What follows belongs to an exercise in optimizing a design on an open flow for a short achievable clock period and few clock cycles per item; a production flow would make more cautious choices. In this exercise RTL edits were held to simulation tests only and were not proved equivalent to the original. No activity file was given, so power comes from the tool's default toggle rates.

==> design/flow/design.v <==
package tst_pkg;
    localparam int MAX_STRIPS_DEF = 10;
    localparam int COORD_BITS_DEF = 16;
    localparam int VEC_BITS    = 48;
    localparam int STRIP_BITS  = 4;
    localparam int REM_BITS    = 4;
    localparam int LANES       = 3;
    localparam int LEG_LANES   = 6;
    localparam int SIDE_BITS_DEF = 6 * LANES * COORD_BITS_DEF;
    localparam int RES_BITS_DEF  = LEG_LANES * (COORD_BITS_DEF + REM_BITS + 2) + STRIP_BITS;
endpackage
import tst_pkg::*;
module tst_front
#(
    parameter int MAX_STRIPS = MAX_STRIPS_DEF,
    parameter int COORD_BITS = COORD_BITS_DEF
)
(
    input  logic                  clk,
    input  logic                  rst_n,
    input  logic                  start,
    output logic                  busy,
    input  logic                  cfg_wr_en,
    input  logic [STRIP_BITS-1:0] cfg_wr_data,
    input  logic [VEC_BITS-1:0]   corner_bottom_left,
    input  logic [VEC_BITS-1:0]   corner_bottom_right,
    input  logic [VEC_BITS-1:0]   corner_top,
    output logic [LEG_LANES*(COORD_BITS+1)-1:0] dp,
    output logic [STRIP_BITS-1:0] n_cur,
    output logic [1:0]            acc,
    input  logic                  pop,
    output logic [1:0]            release_slot,
    output logic                  rsel
);
    logic                  busy_reg, wp_reg, rp_reg, accept;
    logic [1:0]            occ_reg, occ_next;
    logic [STRIP_BITS-1:0] n_reg, n_sat;
    always_comb
    begin
        if (cfg_wr_data == '0)
            n_sat = STRIP_BITS'(1);
        else if (cfg_wr_data > STRIP_BITS'(MAX_STRIPS))
            n_sat = STRIP_BITS'(MAX_STRIPS);
        else
            n_sat = cfg_wr_data;
    end
    always_ff @(posedge clk or negedge rst_n)
    begin
        if (!rst_n)
            n_reg <= STRIP_BITS'(1);
        else if (cfg_wr_en)
            n_reg <= n_sat;
    end
    assign n_cur = n_reg;
    assign busy            = busy_reg;
    assign accept          = start && !busy_reg;
    assign acc[0]          = accept && !wp_reg;
    assign acc[1]          = accept &&  wp_reg;
    assign release_slot[0] = pop && !rp_reg;
    assign release_slot[1] = pop &&  rp_reg;
    assign rsel            = rp_reg;
    assign occ_next        = (occ_reg & ~release_slot) | acc;
    always_ff @(posedge clk or negedge rst_n)
    begin
        if (!rst_n)
        begin
            busy_reg <= 1'b0;
            wp_reg   <= 1'b0;
            rp_reg   <= 1'b0;
            occ_reg  <= '0;
        end
        else
        begin
            busy_reg <= occ_next[wp_reg ^ accept];
            wp_reg   <= wp_reg ^ accept;
            rp_reg   <= rp_reg ^ pop;
            occ_reg  <= occ_next;
        end
    end
    localparam int CB = COORD_BITS;
    for (genvar j = 0; j < LEG_LANES; j++)
    begin : g_sub
        localparam int LANE = j % LANES;
        logic [CB-1:0] base_lane, top_lane;
        logic [CB:0]   dp_reg;
        assign base_lane = (j < LANES) ? corner_bottom_left[LANE*CB +: CB]
                                       : corner_bottom_right[LANE*CB +: CB];
        assign top_lane  = corner_top[LANE*CB +: CB];
        logic [CB:0]   diff;
        tst_add #(
            .W (CB + 1)
        ) u_sub (
            .a  ({top_lane[CB-1], top_lane}),
            .b  (~{base_lane[CB-1], base_lane}),
            .ci (1'b1),
            .s  (diff),
            .co ()
        );
        always_ff @(posedge clk)
        begin
            dp_reg <= diff;
        end
        assign dp[j*(CB+1) +: CB+1] = dp_reg;
    end
endmodule
module tst_add
#(
    parameter int W = 16
)
(
    input  logic [W-1:0] a,
    input  logic [W-1:0] b,
    input  logic         ci,
    output logic [W-1:0] s,
    output logic         co
);
    localparam int LV = $clog2(W + 1);
    logic [LV:0][W:0] g, p;
    assign g[0] = {a & b, ci};
    assign p[0] = {a ^ b, 1'b0};
    for (genvar l = 0; l < LV; l++)
    begin : g_lvl
        for (genvar i = 0; i <= W; i++)
        begin : g_bit
            if (i >= (1 << l))
            begin : g_comb
                assign g[l+1][i] = g[l][i] | (p[l][i] & g[l][i - (1 << l)]);
                assign p[l+1][i] = p[l][i] & p[l][i - (1 << l)];
            end
            else
            begin : g_pass
                assign g[l+1][i] = g[l][i];
                assign p[l+1][i] = p[l][i];
            end
        end
    end
    assign s  = p[0][W:1] ^ g[LV][W-1:0];
    assign co = g[LV][W];
endmodule
import tst_pkg::*;
module tst_queue
#(
    parameter int COORD_BITS = COORD_BITS_DEF
)
(
    input  logic                            clk,
    input  logic                            rst_n,
    input  logic                            acc,
    input  logic                            release_i,
    input  logic [LANES*COORD_BITS-1:0]     bl,
    input  logic [LANES*COORD_BITS-1:0]     br,
    input  logic [LANES*COORD_BITS-1:0]     tp,
    input  logic [LANES*COORD_BITS-1:0]     nl,
    input  logic [LANES*COORD_BITS-1:0]     nr,
    input  logic [LANES*COORD_BITS-1:0]     nt,
    input  logic [STRIP_BITS-1:0]           n_in,
    input  logic [LEG_LANES*(COORD_BITS+1)-1:0] dp_in,
    output logic                            ready,
    output logic                            ready_next,
    output logic [6*LANES*COORD_BITS-1:0]   side_data,
    output logic [LEG_LANES*(COORD_BITS+REM_BITS+2)+STRIP_BITS-1:0] res_data
);
    localparam int CB    = COORD_BITS;
    localparam int VW    = LANES * CB;
    localparam int NCYC  = CB - 1;
    localparam int CYC_W = $clog2(NCYC + 1);
    localparam int R_OFF = LEG_LANES * CB;
    localparam int S_OFF = R_OFF + LEG_LANES * REM_BITS;
    localparam int N_OFF = S_OFF + LEG_LANES;
    localparam int F_OFF = N_OFF + STRIP_BITS;
    localparam int MAXN  = 10;
    function automatic logic [MAXN:0] div2_step(input logic [MAXN-1:0] n_oh,
                                                input logic [MAXN-1:0] r_oh,
                                                input logic            b);
        logic [MAXN-1:0] ro;
        logic            q;
        logic            hit;
        ro = '0;
        q  = 1'b0;
        for (int n = 1; n <= MAXN; n++)
        begin
            for (int r = 0; r < n; r++)
            begin
                for (int bb = 0; bb < 2; bb++)
                begin
                    hit                = n_oh[n-1] & r_oh[r] & (b == 1'(bb));
                    ro[(2*r + bb) % n] = ro[(2*r + bb) % n] | hit;
                    if ((2*r + bb) >= n)
                        q = q | hit;
                end
            end
        end
        div2_step = {ro, q};
    endfunction
    logic                  run_reg, ready_reg, first_reg, dividing, first_div;
    logic [CYC_W-1:0]      cyc_reg;
    logic [VW-1:0]         bl_reg, br_reg, tp_reg, nl_reg, nr_reg, nt_reg;
    logic [STRIP_BITS-1:0] n_reg;
    logic [MAXN-1:0]       n_oh_reg;
    assign ready      = ready_reg;
    assign ready_next = (run_reg && cyc_reg == CYC_W'(NCYC)) || (ready_reg && !release_i);
    assign dividing  = run_reg;
    assign first_div = first_reg;
    always_ff @(posedge clk or negedge rst_n)
    begin
        if (!rst_n)
        begin
            run_reg   <= 1'b0;
            ready_reg <= 1'b0;
        end
        else if (acc)
        begin
            run_reg   <= 1'b1;
            ready_reg <= 1'b0;
        end
        else if (run_reg && cyc_reg == CYC_W'(NCYC))
        begin
            run_reg   <= 1'b0;
            ready_reg <= 1'b1;
        end
        else if (release_i)
            ready_reg <= 1'b0;
    end
    always_ff @(posedge clk)
    begin
        first_reg <= acc;
        if (acc)
            cyc_reg <= '0;
        else if (run_reg)
            cyc_reg <= cyc_reg + CYC_W'(1);
    end
    always_ff @(posedge clk)
    begin
        if (acc)
        begin
            bl_reg <= bl;
            br_reg <= br;
            tp_reg <= tp;
            nl_reg <= nl;
            nr_reg <= nr;
            nt_reg <= nt;
            n_reg  <= n_in;
            for (int i = 0; i < MAXN; i++)
                n_oh_reg[i] <= (n_in == STRIP_BITS'(i + 1));
        end
    end
    assign side_data = {nt_reg, nr_reg, nl_reg, tp_reg, br_reg, bl_reg};
    assign res_data[N_OFF +: STRIP_BITS] = n_reg;
    for (genvar j = 0; j < LEG_LANES; j++)
    begin : g_div
        logic [CB-1:0]       w_reg, w_in, w_step;
        logic [CB:0]         dp;
        logic [MAXN-1:0]     r_reg, r_in, r_step;
        logic [REM_BITS-1:0] r_bin;
        logic [MAXN:0]       r1_oh;
        logic                sg_reg;
        logic [MAXN:0]       t;
        assign dp = dp_in[j*(CB+1) +: CB+1];
        assign w_in = first_div ? (dp[CB-1:0] ^ {CB{dp[CB]}}) : w_reg;
        assign r_in = first_div ? MAXN'(1) : r_reg;
        always_comb
        begin
            t      = '0;
            w_step = w_in;
            r_step = r_in;
            t      = div2_step(n_oh_reg, r_step, w_step[CB-1]);
            r_step = t[MAXN:1];
            w_step = {w_step[CB-2:0], t[0]};
        end
        always_ff @(posedge clk)
        begin
            if (dividing)
            begin
                w_reg <= w_step;
                r_reg <= r_step;
            end
            if (first_div)
                sg_reg <= dp[CB];
        end
        assign res_data[j*CB +: CB]                     = w_reg ^ {CB{sg_reg}};
        assign r1_oh = sg_reg ? {r_reg, 1'b0} : {1'b0, r_reg};
        always_comb
        begin
            r_bin = '0;
            for (int i = 0; i <= MAXN; i++)
                r_bin = r_bin | (REM_BITS'(i) & {REM_BITS{r1_oh[i]}});
        end
        assign res_data[R_OFF + j*REM_BITS +: REM_BITS] = r_bin;
        assign res_data[F_OFF + j]                      = sg_reg && |(r_reg & n_oh_reg);
        assign res_data[S_OFF + j]                      = sg_reg;
    end
endmodule
import tst_pkg::*;
module tst_back
#(
    parameter int COORD_BITS = COORD_BITS_DEF
)
(
    input  logic                            clk,
    input  logic                            rst_n,
    input  logic                            res_avail_next,
    input  logic [6*LANES*COORD_BITS-1:0]   side0,
    input  logic [6*LANES*COORD_BITS-1:0]   side1,
    input  logic [LEG_LANES*(COORD_BITS+REM_BITS+2)+STRIP_BITS-1:0] res0,
    input  logic [LEG_LANES*(COORD_BITS+REM_BITS+2)+STRIP_BITS-1:0] res1,
    output logic                            pop,
    output logic                            vertex_valid,
    output logic [VEC_BITS-1:0]             vertex_position,
    output logic [VEC_BITS-1:0]             vertex_normal,
    output logic                            last_vertex
);
    localparam int CB    = COORD_BITS;
    localparam int VW    = LANES * CB;
    localparam int R_OFF = LEG_LANES * CB;
    localparam int S_OFF = R_OFF + LEG_LANES * REM_BITS;
    localparam int N_OFF = S_OFF + LEG_LANES;
    localparam int F_OFF = N_OFF + STRIP_BITS;
    localparam int NG    = 4;
    logic                  active_reg, strip_reg, first_reg;
    logic [NG-1:0]         ld_reg, sel_reg;
    logic [5:0]            slot_reg;
    logic [STRIP_BITS-1:0] left_reg, n_reg, job_n;
    logic                  last, load, adv, need_next;
    logic [VW-1:0]         tp_reg, nl_reg, nr_reg, nt_reg;
    logic [VW-1:0]         l_cur, r_cur, l_nxt, r_nxt;
    logic [VW-1:0]         pos_sel, nrm_sel;
    logic                  vertex_valid_reg, last_vertex_reg;
    logic [VEC_BITS-1:0]   vertex_position_reg, vertex_normal_reg;
    logic [6*VW-1:0]       side_g [NG];
    logic [LEG_LANES*(CB+REM_BITS+2)+STRIP_BITS-1:0] res_g [NG];
    for (genvar k = 0; k < NG; k++)
    begin : g_grp
        assign side_g[k] = sel_reg[k] ? side1 : side0;
        assign res_g[k]  = sel_reg[k] ? res1  : res0;
    end
    assign job_n     = res_g[3][N_OFF +: STRIP_BITS];
    assign last      = active_reg && !strip_reg && slot_reg[2];
    assign load      = ld_reg[3];
    assign pop       = load;
    assign adv       = active_reg && strip_reg && slot_reg[5];
    assign need_next = !load && (!active_reg || last || (active_reg && !strip_reg && slot_reg[1]));
    always_ff @(posedge clk or negedge rst_n)
    begin
        if (!rst_n)
        begin
            active_reg <= 1'b0;
            ld_reg     <= '0;
            sel_reg    <= '0;
        end
        else
        begin
            for (int k = 0; k < NG; k++)
            begin
                ld_reg[k]  <= need_next && res_avail_next && !ld_reg[k];
                sel_reg[k] <= sel_reg[k] ^ ld_reg[k];
            end
            if (load)
                active_reg <= 1'b1;
            else if (last)
                active_reg <= 1'b0;
        end
    end
    always_ff @(posedge clk)
    begin
        if (load)
        begin
            strip_reg <= (job_n > STRIP_BITS'(1));
            first_reg <= 1'b1;
            slot_reg  <= 6'd1;
            left_reg  <= job_n - STRIP_BITS'(1);
        end
        else
        begin
            first_reg <= 1'b0;
            if (last || adv)
                slot_reg <= 6'd1;
            else if (active_reg)
                slot_reg <= {slot_reg[4:0], 1'b0};
            if (adv)
            begin
                left_reg <= left_reg - STRIP_BITS'(1);
                if (left_reg == STRIP_BITS'(1))
                    strip_reg <= 1'b0;
            end
        end
    end
    always_ff @(posedge clk)
    begin
        if (ld_reg[0])
        begin
            tp_reg <= side_g[0][2*VW +: VW];
            nl_reg <= side_g[0][3*VW +: VW];
        end
        if (ld_reg[1])
        begin
            nr_reg <= side_g[1][4*VW +: VW];
            nt_reg <= side_g[1][5*VW +: VW];
        end
        if (load)
            n_reg <= job_n;
    end
    localparam int LO = CB / 2;
    localparam int HI = CB - LO;
    logic lo_step, hi_reg;
    assign lo_step = first_reg || adv;
    always_ff @(posedge clk or negedge rst_n)
    begin
        if (!rst_n)
            hi_reg <= 1'b0;
        else
            hi_reg <= lo_step && !load;
    end
    for (genvar j = 0; j < LEG_LANES; j++)
    begin : g_leg
        localparam int LANE = j % LANES;
        logic [CB-1:0]       cur_reg, nxt_reg, step_q_reg;
        logic [REM_BITS-1:0] step_r_reg, rem_reg, rem_nxt_reg;
        logic [REM_BITS:0]   sum_r_reg, diff_r;
        logic                ge_r;
        logic                sg_reg, wrap_reg, carry_reg, cin_reg, wrapf_reg, lo_co;
        logic [REM_BITS:0]   sum_r;
        logic [LO:0]         sum_lo;
        logic [HI-1:0]       sum_hi;
        logic [CB-1:0]       base_lane;
        assign base_lane = (j < LANES) ? side_g[2][0*VW + LANE*CB +: CB]
                                       : side_g[2][1*VW + LANE*CB +: CB];
        tst_add #(
            .W (REM_BITS + 1)
        ) u_add_r (
            .a  ({1'b0, rem_reg}),
            .b  ({1'b0, step_r_reg}),
            .ci (1'b0),
            .s  (sum_r),
            .co ()
        );
        tst_add #(
            .W (REM_BITS + 1)
        ) u_sub_r (
            .a  (sum_r_reg),
            .b  (~{1'b0, n_reg}),
            .ci (1'b1),
            .s  (diff_r),
            .co (ge_r)
        );
        tst_add #(
            .W (LO)
        ) u_add_lo (
            .a  (nxt_reg[LO-1:0]),
            .b  (step_q_reg[LO-1:0]),
            .ci (cin_reg),
            .s  (sum_lo[LO-1:0]),
            .co (lo_co)
        );
        assign sum_lo[LO] = lo_co;
        tst_add #(
            .W (HI)
        ) u_add_hi (
            .a  (nxt_reg[CB-1:LO]),
            .b  (step_q_reg[CB-1:LO]),
            .ci (carry_reg),
            .s  (sum_hi),
            .co ()
        );
        always_ff @(posedge clk)
        begin
            sum_r_reg   <= sum_r;
            wrap_reg    <= ge_r;
            cin_reg     <= load ? (res_g[3][S_OFF + j] ^ res_g[3][F_OFF + j])
                                : (sg_reg ^ ge_r);
            rem_nxt_reg <= ge_r ? diff_r[REM_BITS-1:0] : sum_r_reg[REM_BITS-1:0];
            if (load)
            begin
                step_r_reg <= res_g[3][R_OFF + j*REM_BITS +: REM_BITS];
                wrapf_reg  <= res_g[3][F_OFF + j];
                sg_reg     <= res_g[3][S_OFF + j];
            end
            if (ld_reg[2])
            begin
                cur_reg    <= base_lane;
                nxt_reg    <= base_lane;
                step_q_reg <= res_g[2][j*CB +: CB];
            end
            else
            begin
                if (lo_step)
                begin
                    nxt_reg[LO-1:0] <= sum_lo[LO-1:0];
                    carry_reg       <= sum_lo[LO];
                    rem_reg         <= first_reg ? (wrapf_reg ? '0 : step_r_reg) : rem_nxt_reg;
                end
                if (hi_reg)
                    nxt_reg[CB-1:LO] <= sum_hi;
                if (adv)
                    cur_reg <= nxt_reg;
            end
        end
        if (j < LANES)
        begin : g_left
            assign l_cur[LANE*CB +: CB] = cur_reg;
            assign l_nxt[LANE*CB +: CB] = nxt_reg;
        end
        else
        begin : g_right
            assign r_cur[LANE*CB +: CB] = cur_reg;
            assign r_nxt[LANE*CB +: CB] = nxt_reg;
        end
    end
    logic sel_lc, sel_rc, sel_rn, sel_ln, sel_tp, sel_nl, sel_nr, sel_nt;
    assign sel_lc = slot_reg[0] || slot_reg[3];
    assign sel_rc = slot_reg[1];
    assign sel_rn = (strip_reg && slot_reg[2]) || slot_reg[4];
    assign sel_ln = slot_reg[5];
    assign sel_tp = !strip_reg && slot_reg[2];
    assign sel_nl = slot_reg[0] || slot_reg[3] || slot_reg[5];
    assign sel_nr = slot_reg[1] || (strip_reg && slot_reg[2]) || slot_reg[4];
    assign sel_nt = !strip_reg && slot_reg[2];
    assign pos_sel = (l_cur  & {VW{sel_lc}}) | (r_cur & {VW{sel_rc}}) | (r_nxt & {VW{sel_rn}})
                   | (l_nxt  & {VW{sel_ln}}) | (tp_reg & {VW{sel_tp}});
    assign nrm_sel = (nl_reg & {VW{sel_nl}}) | (nr_reg & {VW{sel_nr}}) | (nt_reg & {VW{sel_nt}});
    always_ff @(posedge clk or negedge rst_n)
    begin
        if (!rst_n)
        begin
            vertex_valid_reg <= 1'b0;
            last_vertex_reg  <= 1'b0;
        end
        else
        begin
            vertex_valid_reg <= active_reg;
            last_vertex_reg  <= last;
        end
    end
    always_ff @(posedge clk)
    begin
        vertex_position_reg <= VEC_BITS'(pos_sel);
        vertex_normal_reg   <= VEC_BITS'(nrm_sel);
    end
    assign vertex_valid    = vertex_valid_reg;
    assign last_vertex     = last_vertex_reg;
    assign vertex_position = vertex_position_reg;
    assign vertex_normal   = vertex_normal_reg;
endmodule
import tst_pkg::*;
module triangle_strip_tessellator
#(
    parameter int MAX_STRIPS = MAX_STRIPS_DEF,
    parameter int COORD_BITS = COORD_BITS_DEF
)
(
    input  logic                  clk,
    input  logic                  rst_n,
    input  logic                  start,
    output logic                  busy,
    input  logic [VEC_BITS-1:0]   corner_bottom_left,
    input  logic [VEC_BITS-1:0]   corner_bottom_right,
    input  logic [VEC_BITS-1:0]   corner_top,
    input  logic [VEC_BITS-1:0]   normal_left,
    input  logic [VEC_BITS-1:0]   normal_right,
    input  logic [VEC_BITS-1:0]   normal_top,
    input  logic                  cfg_wr_en,
    input  logic [STRIP_BITS-1:0] cfg_wr_data,
    output logic                  vertex_valid,
    output logic [VEC_BITS-1:0]   vertex_position,
    output logic [VEC_BITS-1:0]   vertex_normal,
    output logic                  last_vertex
);
    localparam int VW     = LANES * COORD_BITS;
    localparam int SIDE_W = 6 * VW;
    localparam int RES_W  = LEG_LANES * (COORD_BITS + REM_BITS + 2) + STRIP_BITS;
    logic [1:0]            acc, ready, ready_next, release_slot;
    logic                  rsel, pop, head_ready_next;
    logic [STRIP_BITS-1:0] n_cur;
    logic [SIDE_W-1:0]     side_data [2];
    logic [RES_W-1:0]      res_data  [2];
    logic [LEG_LANES*(COORD_BITS+1)-1:0] dp;
    tst_front #(
        .MAX_STRIPS (MAX_STRIPS),
        .COORD_BITS (COORD_BITS)
    ) u_front (
        .clk          (clk),
        .rst_n        (rst_n),
        .start        (start),
        .busy         (busy),
        .cfg_wr_en    (cfg_wr_en),
        .cfg_wr_data  (cfg_wr_data),
        .corner_bottom_left  (corner_bottom_left),
        .corner_bottom_right (corner_bottom_right),
        .corner_top   (corner_top),
        .dp           (dp),
        .n_cur        (n_cur),
        .acc          (acc),
        .pop          (pop),
        .release_slot (release_slot),
        .rsel         (rsel)
    );
    for (genvar i = 0; i < 2; i++)
    begin : g_slot
        tst_queue #(
            .COORD_BITS (COORD_BITS)
        ) u_slot (
            .clk       (clk),
            .rst_n     (rst_n),
            .acc       (acc[i]),
            .release_i (release_slot[i]),
            .bl        (corner_bottom_left[VW-1:0]),
            .br        (corner_bottom_right[VW-1:0]),
            .tp        (corner_top[VW-1:0]),
            .nl        (normal_left[VW-1:0]),
            .nr        (normal_right[VW-1:0]),
            .nt        (normal_top[VW-1:0]),
            .n_in      (n_cur),
            .dp_in     (dp),
            .ready     (ready[i]),
            .ready_next(ready_next[i]),
            .side_data (side_data[i]),
            .res_data  (res_data[i])
        );
    end
    assign head_ready_next = (rsel ^ pop) ? ready_next[1] : ready_next[0];
    tst_back #(
        .COORD_BITS (COORD_BITS)
    ) u_back (
        .clk             (clk),
        .rst_n           (rst_n),
        .res_avail_next  (head_ready_next),
        .side0           (side_data[0]),
        .side1           (side_data[1]),
        .res0            (res_data[0]),
        .res1            (res_data[1]),
        .pop             (pop),
        .vertex_valid    (vertex_valid),
        .vertex_position (vertex_position),
        .vertex_normal   (vertex_normal),
        .last_vertex     (last_vertex)
    );
endmodule
==> design/flow/run.sh <==
#!/bin/bash
# synth_recipe.tcl (not shown) runs the flow's synth.tcl, then flattens the netlist and writes it again
# the make line also repeats each setting of config.mk as NAME=value (left out here)
make -C /OpenROAD-flow-scripts/flow DESIGN_CONFIG=/design/flow/config.mk WORK_HOME=/design/flow/orfs CLKGATE_MAP_FILE= SYNTH_SCRIPT=/design/flow/synth_recipe.tcl finish
==> design/flow/config.mk <==
export PLATFORM = sky130hd
export DESIGN_NAME = triangle_strip_tessellator
export DESIGN_NICKNAME = triangle_strip_tessellator
export VERILOG_FILES = /design/flow/design.v
export SDC_FILE = /design/flow/constraint.sdc
export NUM_CORES = 4
export LEC_CHECK = 0
export ABC_CLOCK_PERIOD_IN_PS = 1800
export CAP_MARGIN = 20
export CORE_MARGIN = 2
export CORE_UTILIZATION = 50
export SETUP_SLACK_MARGIN = 3.3
export SLEW_MARGIN = 20
==> design/flow/constraint.sdc <==
create_clock -name core_clock -period 5.5 [get_ports {clk}]
set_input_delay 1.1000 -clock core_clock [delete_from_list [all_inputs] [get_ports {clk}]]
set_output_delay 1.1000 -clock core_clock [all_outputs]
set_load 0.01 [all_outputs]
==> key figures, run 1 <==
Outcome
  • Status: complete, no violations

Place
  • Port bufs: 394
  • Post-Place Cells: between 8000 and 9000
  • Placed Area: 87700 um^2
  • RD Place Congestion: 0.910
  • Final HPWL DP: 157000 um

Critical path
  • Worst Path Max Fanout: 6
  • Critical path class: flip-flop to flip-flop
  • Reg2Reg Depth: 7
  • Worst Setup SP: g_slot[1].u_slot.n_oh_reg[7]
  • WP data arrival: approximately 3.3 ns
  • R2R Setup Slk: 2.79 ns
  • Worst r2r src: g_slot[1].u_slot.n_oh_reg[7]
  • Worst setup EP type: flip-flop
  • Startpoint types: flip-flop
  • Required time worst endpoint: between 6 and 7 ns
  • R2R Path End: g_slot[1].u_slot.g_div[4].r_reg[0]

STA
  • Final TNS setup: 0 ns
  • Worst Skew: around 0.043 ns
  • Slew headroom: 27.2%
  • Endpoints failing hold: 0
  • Endpoints failing setup: 0
  • Max Clock Freq: between 0.3 and 0.4 GHz
  • Final cycle utilization of the critical path: about 49%
  • Slew @ Worst Pin: 1.09 ns
  • Fin crit period: 2.71 ns
  • Slew Limit Fails: 0
  • RSZ-0062 raised after global routing: yes

Layout
  • Final net count: 7693
  • Post-route insts no fill: 9477
  • Design area: between 90000 and 100000 um^2
  • Syn-to-layout area delta: 20.7%
  • Max FFs per register: 192
  • Share of cells above drive strength 1: 19.7%

Global route
  • Met1 Usage GRT: between 30% and 40%
  • Most Crowded Layer GR: met2
  • Met3 Track Usage GR: roughly 5.2%
  • Pin count of the biggest net entering global routing: 132
  • Met2 Use GR: 48.2%
  • Remaining global-route overflow: 0
  • Tot GR Track Use: 28.8%
  • Initial antenna violation count: 43
  • First-pass GRT wire length: roughly 360000 um
  • Vias in the first global route: 54700

CTS
  • Clk Latency, worst-skew pair: 0.83 ns
  • Bufs on Longest Clock Path: 3
  • CTS tree: done
  • H-tree lvl count: 4
  • CTS sink cnt: roughly 1800
  • Worst-path clk slew: 0.06 ns
  • CTS Buf Count: 186
  • Clock root cell: clkbuf_16
  • Hold_buf cts: 0

Synth
  • Yosys top cell by area: edfxtp_1
  • Commonest cells post-synth: 1483 x edfxtp_1, 553 x a21oi_1, 520 x nor2_1, 481 x nand2_1, 343 x inv_1
  • Top-area cell type share of the netlist area: 54.7%
  • Asr flop ratio synth: 1.40%
  • Mapped cell area: 81400 um^2
  • Dominant cells by area after synthesis: edfxtp_1 55%, dfxtp_1 6.8%, ha_1 3.9%, mux2_2 3.5%, a21oi_1 3.4%
  • Post-Syn Instances: 6651
  • Syn. warnings: 8
  • Leading cell type by number of instances after synthesis: edfxtp_1
  • Post-synth top flop: edfxtp_1
  • Synth cell types: 69
  • Post-synth EDFFs: around 1500
  • Post-Syn Nets: between 7000 and 8000
  • Post-synthesis sequential area ratio: 62.2%
  • Synth Register Bits: 1783
  • Syn_area_per_cell: 12.2 um^2

Power
  • Leakage: 36.1 nW
  • Clk pwr share: between 20 and 25%
  • PwrDens: 581 nW/um^2
  • Combinational share of power: a little over a third
  • Seq pwr share: 41.4%
  • Worst IR Drop VDD: approximately 0.56 mV
  • P_int: 36.5 mW
  • Sw frac: ~36%
  • P_sw: 20.6 mW
  • Tot Pwr: between 50 and 60 mW

Route
  • Routed Antenna Nets: 0
  • Vias per inst: 5.94
  • DRC: 0
  • Initial DRC count: 6053
  • Total Wirelength: approximately 250000 um
  • Routed len/inst: 26.1 um
  • Pre-antenna DRT Iters: 9
  • Via count: 56300

Run
  • Max-cap violations: 0

Floorplan
  • Rows: 148
  • Chip height: 407 um
  • Core Area: roughly 160000 um^2
  • Die Width: 407 um
  • Die ar.: 166000 um^2
  • Ports: roughly 400
  • Initial Utilization: roughly half

Hold path
  • Hold Path Class: input port to async pin
power by group through the flow:
stage	Sequential, mW	Combinational (mW)	Clock, mW
finish	23.7	20.3	13.1
global placement	23.8	17.9	0
detailed placement	23.9	18.2	0
CTS	23.6	19.6	13.3
global route	24.0	22.1	13.8
floorplan	22.5	12.7	0
logic make-up (layout without fill, tap and decap cells):
logic type | after synthesis | after routing | synth area share, %
muxes | 360 | 360 | 4.82
xor gates and xnor gates | 481 | 481 | 5.18
AOI/OAI and AO/OA | 1557 | 1557 | 12.0
DFF | 1783 | 1783 | 62.2
buffers and inverters | 729 | 1360 | 3.37
adders and majority gates | 275 | 275 | 4.39
other | 0 | 17 | 0
and+or+nand+nor | 1466 | 1469 | 8.01
critical path: stages (launching register included):
cell and delay (ns):
edfxtp_1 0.43, buf_12 0.16, or4_4 0.56, or4_4 0.44, or3_4 0.49, a21oi_2 0.17
nand2b_4 0.14, nand3_2 0.05
metrics by stage:
step                setup slack, ns  utilization, %  hold WS, ns
floorplan                      1.56               -        0.352
finish                         2.79            60.6        0.353
global route                   2.74            60.6        0.351
detailed placement             1.54            54.0        0.432
global placement               1.60            54.0        0.427
CTS                            2.77            59.9        0.308
repair_timing:
action | CTS | global route
cloned | 11 | 5
setup buffers | 109 | 48
setup endpoints to repair | 1366 | 425
pin swaps | 117 | 89
gates resized for setup | 1146 | 245
placed cells by master, fill, tap and decap left out, types with 26 or more instances in the layout:
| cell type | instances |
|---|---|
| a21o_1 | 46 |
| dlygate4sd2_1 | 31 |
| clkdlybuf4s50_1 | 190 |
| a21oi_1 | 492 |
| clkinv_2 | 29 |
| nand3_1 | 78 |
| clkbuf_1 | 50 |
| nand2b_1 | 26 |
| or2_2 | 26 |
| buf_2 | 33 |
| dfxtp_2 | 74 |
| a21oi_2 | 56 |
| a31oi_1 | 69 |
| a222oi_1 | 128 |
| inv_1 | 308 |
| mux2_2 | 255 |
| buf_12 | 32 |
| o21ai_0 | 286 |
| clkbuf_16 | 198 |
| mux2i_1 | 101 |
| nor3_1 | 96 |
| edfxtp_1 | 1483 |
| xor2_1 | 173 |
| a22oi_1 | 142 |
| o211ai_1 | 29 |
| nor4_1 | 26 |
| ha_1 | 186 |
| o21a_1 | 55 |
| inv_2 | 30 |
| dfxtp_1 | 190 |
| o22ai_1 | 30 |
| nor2_1 | 510 |
| buf_4 | 194 |
| ha_4 | 58 |
| nor2b_1 | 72 |
| o21ai_1 | 27 |
| xnor2_1 | 302 |
| nand2_1 | 470 |
| buf_6 | 99 |
worst max-delay path by stage:
stage / to / slack [ns] / cells past startpoint
2_1_floorplan: g_slot[0].u_slot.bl_reg[0] / 1.56 / 2
3_3_place_gp: u_front.g_sub[0].dp_reg[13] / 1.60 / 9
3_5_place_dp: u_front.g_sub[0].dp_reg[13] / 1.54 / 9
4_1_cts: g_slot[1].u_slot.g_div[4].r_reg[0] / 2.77 / 7
5_1_grt: g_slot[1].u_slot.g_div[4].r_reg[0] / 2.74 / 7
6_report: g_slot[1].u_slot.g_div[4].r_reg[0] / 2.79 / 7
cell type report:
cell class / instances / area [um^2]
diodes: 17 / 42.5
clock buffers: 267 / 5350
clock inverters: 83 / 1040
fillers: 12900 / 64000
inverters: 343 / 1310
multi-input cells: 4142 / 30200
flip-flops and latches: 1783 / 50800
well taps: 2175 / 2720
repair buffers: 667 / 6770
metal layers:
metal / vias to the layer above / share of wire [%]
met5: - / 0.072
met2: 2282 / 48
met4: 28 / 3.2
met1: 28100 / 41
met3: 467 / 7.6
li1: 25500 / -
Testbench counts, summed over its fixed seeds: cycles 10,058, vertices 9,852.
==> run 2, diff against run 1 <==
--- a/design/flow/design.v
+++ b/design/flow/design.v
@@ -172,21 +172,20 @@
     function automatic logic [MAXN:0] div2_step(input logic [MAXN-1:0] n_oh,
+                                                input logic [MAXN-1:0] ge,
                                                 input logic [MAXN-1:0] r_oh,
                                                 input logic            b);
-        logic [MAXN-1:0] ro;
-        logic            q;
-        logic            hit;
-        ro = '0;
-        q  = 1'b0;
-        for (int n = 1; n <= MAXN; n++)
+        logic [2*MAXN-1:0] sel, gev;
+        logic [MAXN-1:0]   ro;
+        logic              q;
+        for (int v = 0; v < 2*MAXN; v++)
         begin
-            for (int r = 0; r < n; r++)
-            begin
-                for (int bb = 0; bb < 2; bb++)
-                begin
-                    hit                = n_oh[n-1] & r_oh[r] & (b == 1'(bb));
-                    ro[(2*r + bb) % n] = ro[(2*r + bb) % n] | hit;
-                    if ((2*r + bb) >= n)
-                        q = q | hit;
-                end
-            end
+            sel[v] = r_oh[v/2] & (b == 1'(v % 2));
+            gev[v] = (v < MAXN) ? ge[v] : 1'b1;
+        end
+        q = |(sel & gev);
+        for (int x = 0; x < MAXN; x++)
+        begin
+            ro[x] = sel[x] & ~gev[x];
+            for (int v = x + 1; v < 2*MAXN; v++)
+                if (v - x <= MAXN)
+                    ro[x] = ro[x] | (sel[v] & n_oh[v-x-1]);
         end
@@ -198,3 +197,3 @@
     logic [STRIP_BITS-1:0] n_reg;
-    logic [MAXN-1:0]       n_oh_reg;
+    logic [MAXN-1:0]       n_oh_reg, ge_reg;
     assign ready      = ready_reg;
@@ -243,3 +242,6 @@
             for (int i = 0; i < MAXN; i++)
+            begin
                 n_oh_reg[i] <= (n_in == STRIP_BITS'(i + 1));
+                ge_reg[i]   <= (STRIP_BITS'(i) >= n_in);
+            end
         end
@@ -265,3 +267,3 @@
             r_step = r_in;
-            t      = div2_step(n_oh_reg, r_step, w_step[CB-1]);
+            t      = div2_step(n_oh_reg, ge_reg, r_step, w_step[CB-1]);
             r_step = t[MAXN:1];
==> run 2 against run 1 <==
Against the previous run:
- setup slack better by 0.15 ns
- global-route usage is 0.062 points lower
- sequential power hardly changed
- cell count is 3.6% higher
- combinational power is 3% higher
- non-clock buffer count is 56 higher
- sequential share of layout area is 0.65 points lower
- total power is 1.6% higher
- clock skew is 0.0089 ns lower
- flip-flop and latch count is 20 higher
- synthesized cell count is 4.9% higher
- largest power group unchanged
==> key figures, run 2 <==
STA
  • Slew @ Worst Pin: 1.02 ns (-0.0760 ns)
  • Endpoints failing hold: 0 (unchanged)
  • Final TNS setup: 0 ns (unchanged)
  • Final cycle utilization of the critical path: 46.4% (-2.8 points)
  • Endpoints failing setup: 0 (unchanged)
  • Worst Skew: 0.0337 ns (-0.00889 ns)
  • Max Clock Freq: 0.392 GHz (+6.0%)
  • RSZ-0062 raised after global routing: yes
  • Slew Limit Fails: 0 (unchanged)
  • Slew headroom: 32.3% (+5.1 points)
  • Fin crit period: 2.55 ns (-0.153 ns)

Power
  • Leakage: 37.0 nW (+2.7%)
  • PwrDens: 576 nW/um^2 (-0.83%)
  • Worst IR Drop VDD: 0.425 mV (-24%)

Synth
  • Dominant cells by area after synthesis: edfxtp_1 54%, dfxtp_1 6.5%, ha_1 3.8%, xnor2_1 3.5%, mux2_2 3.4%
  • Synth Register Bits: 1803 (+1.1%)
  • Largest family of logic cells by synthesized area: compound AO/OA/AOI/OAI gates
  • Synth Area in Simple Gates: 7.75% (-0.26 points)
  • Adder-cell share of the synthesized area: 4.24% (-0.15 points)
  • Synth cell types: 71 (+2.9%)
  • Mux share of post-synthesis cell area: 4.70% (-0.12 points)
  • Syn. warnings: 8 (unchanged)
  • Post-Syn Nets: 7548 (+4.5%)
  • Leading cell type by number of instances after synthesis: edfxtp_1
  • Post-Syn Instances: 6978 (+4.9%)
  • Synth Area in Compound Gates: 13.5% (+1.6 points)
  • XOR/XNOR Fraction of Synth Area: 5.04% (-0.13 points)
  • Top-area cell type share of the netlist area: 53.7% (-1.0 points)
  • Commonest cells post-synth: 1503 x edfxtp_1, 599 x nand2_1, 514 x a21oi_1, 441 x nor2_1, 385 x clkbuf_1
  • Syn_area_per_cell: 12.1 um^2 (-1.5%)
  • Post-synth EDFFs: 1503 (+1.3%)
  • Post-synthesis sequential area ratio: 61.0% (-1.3 points)
  • Mapped cell area: 84100 um^2 (+3.3%)
  • Post-synth top flop: edfxtp_1
  • Asr flop ratio synth: 1.39% (-0.016 points)
  • Yosys top cell by area: edfxtp_1

Critical path
  • Worst path slowest cell: dfrtp_2
  • Critical path class: flip-flop to output port
  • Startpoint types: flip-flop
  • WP data arrival: 1.45 ns (-1.80 ns)
  • Worst setup EP type: output port
  • Worst r2r src: u_back.g_leg[4].nxt_reg[0]
  • Max incr delay on CP: 0.47 ns (-0.09 ns)
  • Buf+Inv Stages, Crit Path: 1 (unchanged)
  • Required time worst endpoint: 4.40 ns (-1.64 ns)
  • Worst Path Max Fanout: 2 (-4)
  • Worst Setup SP: u_front.busy_reg
  • Cell family with most CP delay: flip-flops
  • Cells along the critical path: buf_6

Route
  • Routed len/inst: 25.9 um (-0.72%)
  • Via count: 59500 (+5.6%)
  • Routed Antenna Nets: 0 (unchanged)
  • Vias per inst: 6.06 (+2.0%)
  • DRC: 0 (unchanged)
  • Pre-antenna DRT Iters: 10 (+1)
  • Initial DRC count: 7542 (+25%)
  • Total Wirelength: 254000 um (+2.8%)

CTS
  • CTS tree: done
  • CTS sink cnt: 1803 (+1.1%)
  • Hold_buf cts: 0 (unchanged)
  • CTS Buf Count: 190 (+2.2%)
  • Clock root cell: clkbuf_16
  • Worst-path clk slew: 0.06 ns (about the same)
  • Bufs on Longest Clock Path: 3 (unchanged)
  • Clk Latency, worst-skew pair: 0.85 ns (+0.02 ns)
  • H-tree lvl count: 4 (unchanged)

Layout
  • Fill cells: 13300 (+2.8%)
  • Share of cells above drive strength 1: 19.3% (-0.33 points)
  • Post-route insts no fill: 9814 (+3.6%)
  • Final net count: 8010 (+4.1%)
  • Max FFs per register: 192 (unchanged)
  • Syn-to-layout area delta: 19.7%
  • Commonest non-fill, non-tap cells in the layout: 1503 x edfxtp_1, 589 x nand2_1, 477 x a21oi_1, 437 x nor2_1, 340 x inv_1
  • Post-layout util: 60.2% (-0.32 points)
  • Commonest non-fill, non-tap cell in the layout: edfxtp_1

Place
  • RD Place Congestion: 0.901 (-1.0%)
  • Port bufs: 394 (unchanged)
  • Post-Place Cells: 9236 (+3.3%)
  • Final HPWL DP: 157000 um (+0.37%)

Floorplan
  • Die Width: 414 um (+1.6%)
  • Initial Utilization: 50.3% (+0.17 points)
  • Ports: 395 (unchanged)
  • Rows: 150 (+1.4%)
  • Die ar.: 171000 um^2 (+3.3%)
  • Core Area: 167000 um^2 (+3.0%)
  • Chip height: 414 um (+1.6%)

Global route
  • Pin count of the biggest net entering global routing: 168 (+27%)
  • Remaining global-route overflow: 0 (unchanged)
  • First-pass GRT wire length: 373000 um (+4.3%)
  • Initial antenna violation count: 13 (-70%)
  • Vias in the first global route: 58200 (+6.4%)
  • Tot GR Track Use: 28.8% (-0.062 points)

Hold path
  • Hold Path Class: input port to async pin

Run
  • Max-cap violations: 0 (unchanged)

Outcome
  • Status: complete, no violations
[run 2: cell count changes after synthesis, sizes merged, moves of 27 or more]
cell,delta
clkbuf,+70
a21oi,-40
nand2,+118
xnor2,+27
nor2,-79
nor2b,-31
a221oi,+145
nor3,-30
nand2b,+34
inv,+32
a31oi,-33
[run 2: final timing paths]
check	endpoint	slack, ns	cells after the start
worst max-delay path	busy	2.95	1
worst min-delay path	u_back.sel_reg[1]	0.42	2
worst max register to register	u_back.g_leg[4].nxt_reg[7]	3.26	10
worst min register to register	u_back.vertex_position_reg[8]	0.44	2
max in group asynchronous	g_slot[0].u_slot.run_reg	4.43	2
min in group core_clock	u_back.vertex_position_reg[8]	0.44	2
[run 2: final cells by class]
cell class / instances / area, um^2 / share of cell area, %
repair buffers: 723 / 6920 / 6.87
clock buffers: 290 / 5660 / 5.62
flip-flops and latches: 1803 / 51400 / 51.1
multi-input cells: 4339 / 31700 / 31.5
inverters: 383 / 1490 / 1.48
diodes: 5 / 12.5 / 0.0124
well taps: 2204 / 2760 / 2.74
clock inverters: 67 / 652 / 0.648
[run 2: where the power goes]
part           leakage [nW]  internal [mW]  total (mW)  switching, mW
sequential             16.4           20.6        24.0           3.45
combinational          17.5           8.77        21.0           12.2
clock                  3.11           7.48        12.9           5.45
[run 2: per-stage QoR]
step	power (mW)	hold WS, ns	instance area [um^2]	setup WS (ns)
finish	58.0	0.420	101000	2.95
global route	60.9	0.414	101000	2.91
CTS	57.2	0.374	99300	2.90
detailed placement	42.6	0.433	90300	1.49
global placement	42.2	0.425	90300	1.56
floorplan	35.7	0.352	84200	1.49
[run 2: cells by family (layout without fill, tap and decap cells)]
logic type                 count (synthesis)  in the layout
adders and majority gates                274            274
AOI/OAI and AO/OA                       1725           1725
other                                      0              5
muxes                                    363            363
xor gates and xnor gates                 484            484
DFF                                     1803           1803
and+or+nand+nor                         1487           1493
buffers and inverters                    842           1463
[run 2: repair_timing]
item,CTS,global route
gates resized for setup,1101,239
pin swaps,150,139
endpoints found under the setup margin,1346,335
buffers inserted,134,74
cloned,7,1
[run 2: per-layer routing]
| layer | track usage, % | vias up | share of wire, % |
|---|---|---|---|
| li1 | - | 26900 | - |
| met5 | 0 | - | 0.016 |
| met4 | 11.8 | 6 | 4.3 |
| met3 | 5.29 | 474 | 8.2 |
| met2 | 44.1 | 2685 | 45 |
| met1 | 40.4 | 29400 | 42 |
Testbench counts of run 2, summed over its fixed seeds: cycles 10,058, vertices 9,852.

-- static timing again, ports no longer ideal --
The flow's constraints put no driver on any port. The routed layouts listed below were extracted and timed again, unchanged, in two steps. Step 1 assumes that a clkbuf_16 drives the clock port and a buf_2 every other input. Step 2 times the ports against the registers' clock, not the clock port: input delays grow and output delays shrink by t, the midpoint of the rising clock arrivals with the driver on. Slacks: no drivers / after step 1 / after step 2; pairs: no drivers / after step 1.
| run | t (ns) | setup WS [ns] | worst setup path at the end | worst slew at a driven data input, ns |
|---|---|---|---|---|
| run 1 | 0.898 | 2.793 / 2.793 / 2.365 | input to register | 0.24 |
| run 2 | 0.920 | 2.946 / 2.853 / 2.141 | input to register | 0.18 |
After both steps every run listed still meets setup and hold. For run 2, which loses most, drivers alone change the setup slack by -0.093 ns; drivers and shift together by -0.805 ns.
